This design comes from an exercise in tuning for small area, a short achievable clock period and few clock cycles per item on the open sky130 flow, not from production work. Function was checked by simulation only, so behaviour that the tests miss may differ from the original. Power figures rest on the tool's default switching activity, not on a simulated workload.

== alpha ==
Design assembly_source_tokenizer_top, start of the top module:
module assembly_source_tokenizer_top (
  input  logic               clk_i,
  input  logic               rst_ni,
  input  logic               in_valid_i,
  output logic               in_ready_o,
  input  logic [8:0]         in_data_i,    
  output logic               out_valid_o,
  input  logic               out_ready_i,
  output logic [71:0]        out_data_o    
);
clock: 8.0 ns
lec_check: 0
cap_margin: 20
core_margin: 2
core_utilization: 60
cts_buf_list: sky130_fd_sc_hd__clkbuf_8
place_density: 0.8
setup_slack_margin: 5
slew_margin: 20
standard.sh (not shown) runs the stock make flow with config.mk's settings and CLKGATE_MAP_FILE= SYNTH_SCRIPT=/design/flow/synth_recipe.tcl, a recipe that flattens the netlist after the stock synthesis.
==> flow/flow/run.sh <==
#!/bin/bash
# ORFS layout as the standard flow, with single-strength port buffers.
set -euo pipefail
W=$(pwd)
export BUFFER_PORTS_ARGS="-buffer_cell sky130_fd_sc_hd__buf_1"
make -C "$FLOW_HOME" DESIGN_CONFIG="$FLOW_CONFIG" WORK_HOME="$W/orfs" CLKGATE_MAP_FILE= \
  SYNTH_SCRIPT="$W/synth_recipe.tcl" CAP_MARGIN=20 CORE_MARGIN=2 CORE_UTILIZATION=60 \
  PLACE_DENSITY=0.8 SLEW_MARGIN=20 SETUP_SLACK_MARGIN=5 finish > "$W/make.log" 2>&1
: # left out here: write the final layout as DEF
Looking at the reports, alpha completed the entire flow and the layout it produced met the timing, design-rule and antenna checks.
Testbench counts of alpha, summed over its fixed seeds: cycles 45,176, bytes 43,768.
Edits applied to the flow inputs when going from alpha to beta:
- swapping 0.8 for 0.65 in PLACE_DENSITY
- swapping 60 for 45 in CORE_UTILIZATION
diff --git a/flow/flow/run.sh b/flow/flow/run.sh
--- a/flow/flow/run.sh
+++ b/flow/flow/run.sh
@@ -7,2 +7,2 @@
-  SYNTH_SCRIPT="$W/synth_recipe.tcl" CAP_MARGIN=20 CORE_MARGIN=2 CORE_UTILIZATION=60 \
-  PLACE_DENSITY=0.8 SLEW_MARGIN=20 SETUP_SLACK_MARGIN=5 finish > "$W/make.log" 2>&1
+  SYNTH_SCRIPT="$W/synth_recipe.tcl" CAP_MARGIN=20 CORE_MARGIN=2 CORE_UTILIZATION=45 \
+  PLACE_DENSITY=0.65 SLEW_MARGIN=20 SETUP_SLACK_MARGIN=5 finish > "$W/make.log" 2>&1
- Sort beta and alpha by combinational power share asc -> top: alpha
- When beta is set beside alpha, its post-cts resize count turns out to be 3 larger.
- Global-route congestion overflow total delta (beta -> alpha): insignificant
- Cmp beta vs alpha: tap cell instance count higher in beta
- Compared with alpha, in beta stage delay of the slowest cell on the critical path barely changed, met2 routed wirelength climbed about 7%.
- Going from alpha to beta, placement-stage cell area climbed 81 µm², final wirelength climbed 1.1 mm.
## Diff of input files: gamma against beta
- PLACE_DENSITY: 0.65 -> 0.8
- GPL_TIMING_DRIVEN: unset -> 0
- CORE_UTILIZATION: 45 -> 60
diff --git a/flow/flow/run.sh b/flow/flow/run.sh
--- a/flow/flow/run.sh
+++ b/flow/flow/run.sh
@@ -7,2 +7,2 @@
-  SYNTH_SCRIPT="$W/synth_recipe.tcl" CAP_MARGIN=20 CORE_MARGIN=2 CORE_UTILIZATION=45 \
-  PLACE_DENSITY=0.65 SLEW_MARGIN=20 SETUP_SLACK_MARGIN=5 finish > "$W/make.log" 2>&1
+  SYNTH_SCRIPT="$W/synth_recipe.tcl" CAP_MARGIN=20 CORE_MARGIN=2 CORE_UTILIZATION=60 \
+  PLACE_DENSITY=0.8 SLEW_MARGIN=20 SETUP_SLACK_MARGIN=5 finish > "$W/make.log" 2>&1
## What came out
Any difference in total nets after synthesis between gamma and beta is small enough to ignore. gamma against beta; power is up by a few percent. gamma -> beta: flip-flop and latch count flat.
Input changes introduced in delta (baseline for comparison: gamma):
- PLACE_DENSITY changed from 0.8 to 0.65
- GPL_TIMING_DRIVEN removed (was 0)
- CORE_UTILIZATION changed from 60 to 45
==> flow/flow/run.sh <==
#!/bin/bash
# ORFS layout as the standard flow (same synthesis script and settings), with
# single-strength port buffers and the timing-repair target read from margin.txt.
set -euo pipefail
W=$(pwd)
M=$(cat "$W/flow/margin.txt")
export BUFFER_PORTS_ARGS="-buffer_cell sky130_fd_sc_hd__buf_1"
make -C "$FLOW_HOME" DESIGN_CONFIG="$FLOW_CONFIG" WORK_HOME="$W/orfs" CLKGATE_MAP_FILE= \
  SYNTH_SCRIPT="$W/synth_recipe.tcl" CAP_MARGIN=20 CORE_MARGIN=2 CORE_UTILIZATION=45 \
  PLACE_DENSITY=0.65 SLEW_MARGIN=20 SETUP_SLACK_MARGIN="$M" finish > "$W/make.log" 2>&1
: # left out here: write the final layout as DEF
==> flow/flow/margin.txt (new file) <==
5.25
==> comparison <==
[delta vs gamma] setup skew after layout: higher in delta. Compared with gamma, delta degrades internal power consumption. Reported for delta and gamma, post-synth design cell area turned out identical to the last digit.
Setup changes, delta to epsilon
- CORE_UTILIZATION changed from 45 to 70
- PLACE_DENSITY changed from 0.65 to 0.9
==> flow/flow/run.sh <==
#!/bin/bash
# ORFS layout as the standard flow, with single-strength port buffers.
set -euo pipefail
W=$(pwd)
export BUFFER_PORTS_ARGS="-buffer_cell sky130_fd_sc_hd__buf_1"
make -C "$FLOW_HOME" DESIGN_CONFIG="$FLOW_CONFIG" WORK_HOME="$W/orfs" CLKGATE_MAP_FILE= \
  SYNTH_SCRIPT="$W/synth_recipe.tcl" CAP_MARGIN=20 CORE_MARGIN=2 CORE_UTILIZATION=70 \
  PLACE_DENSITY=0.9 SLEW_MARGIN=20 SETUP_SLACK_MARGIN=5 finish > "$W/make.log" 2>&1
: # left out here: write the final layout as DEF
removed: flow/flow/margin.txt
[summary]
Met3 usage in global routing (higher): epsilon. The non-clock buffer count in epsilon is 0.74 times that in delta. [compare] base=delta new=epsilon: utilization increased 25 points; largest net degree at the start of global routing up 13; total wire length has increased. Combinational group share of total power is lower on epsilon. Clock network fraction of design power delta for epsilon relative to delta: 1.7 points lower.

## what the ideal ports hide
The flow's constraints put no driver on any port. The routed layouts listed below were extracted and timed again, unchanged, in two steps. Step 1 assumes that a clkbuf_16 drives the clock port and a buf_2 every other input. Step 2 adds t to the input delays and takes it off the output delays; t is the mean of the earliest and latest rising clock arrival at the registers after step 1. Input paths then give back, and output paths get back, about the clock's delay inside the block. Three values: ideal, step 1, step 2; two values: the first two.
run | t (ns) | setup WS [ns] | hold WS [ns]
alpha | 0.492 | 5.039 / 5.048 / 4.556 | 0.463 / 0.463 / 0.463
beta | 0.482 | 5.020 / 5.018 / 4.536 | 0.483 / 0.483 / 0.483
gamma | 0.488 | 5.025 / 5.009 / 4.537 | 0.473 / 0.473 / 0.473
delta | 0.483 | 5.123 / 5.103 / 4.620 | 0.471 / 0.471 / 0.471
epsilon | 0.491 | 5.026 / 4.990 / 4.548 | 0.484 / 0.484 / 0.484
After both steps every run listed still meets setup and hold. The setup slack of delta, which loses most, moves by -0.020 ns with the drivers and by -0.503 ns with both steps.
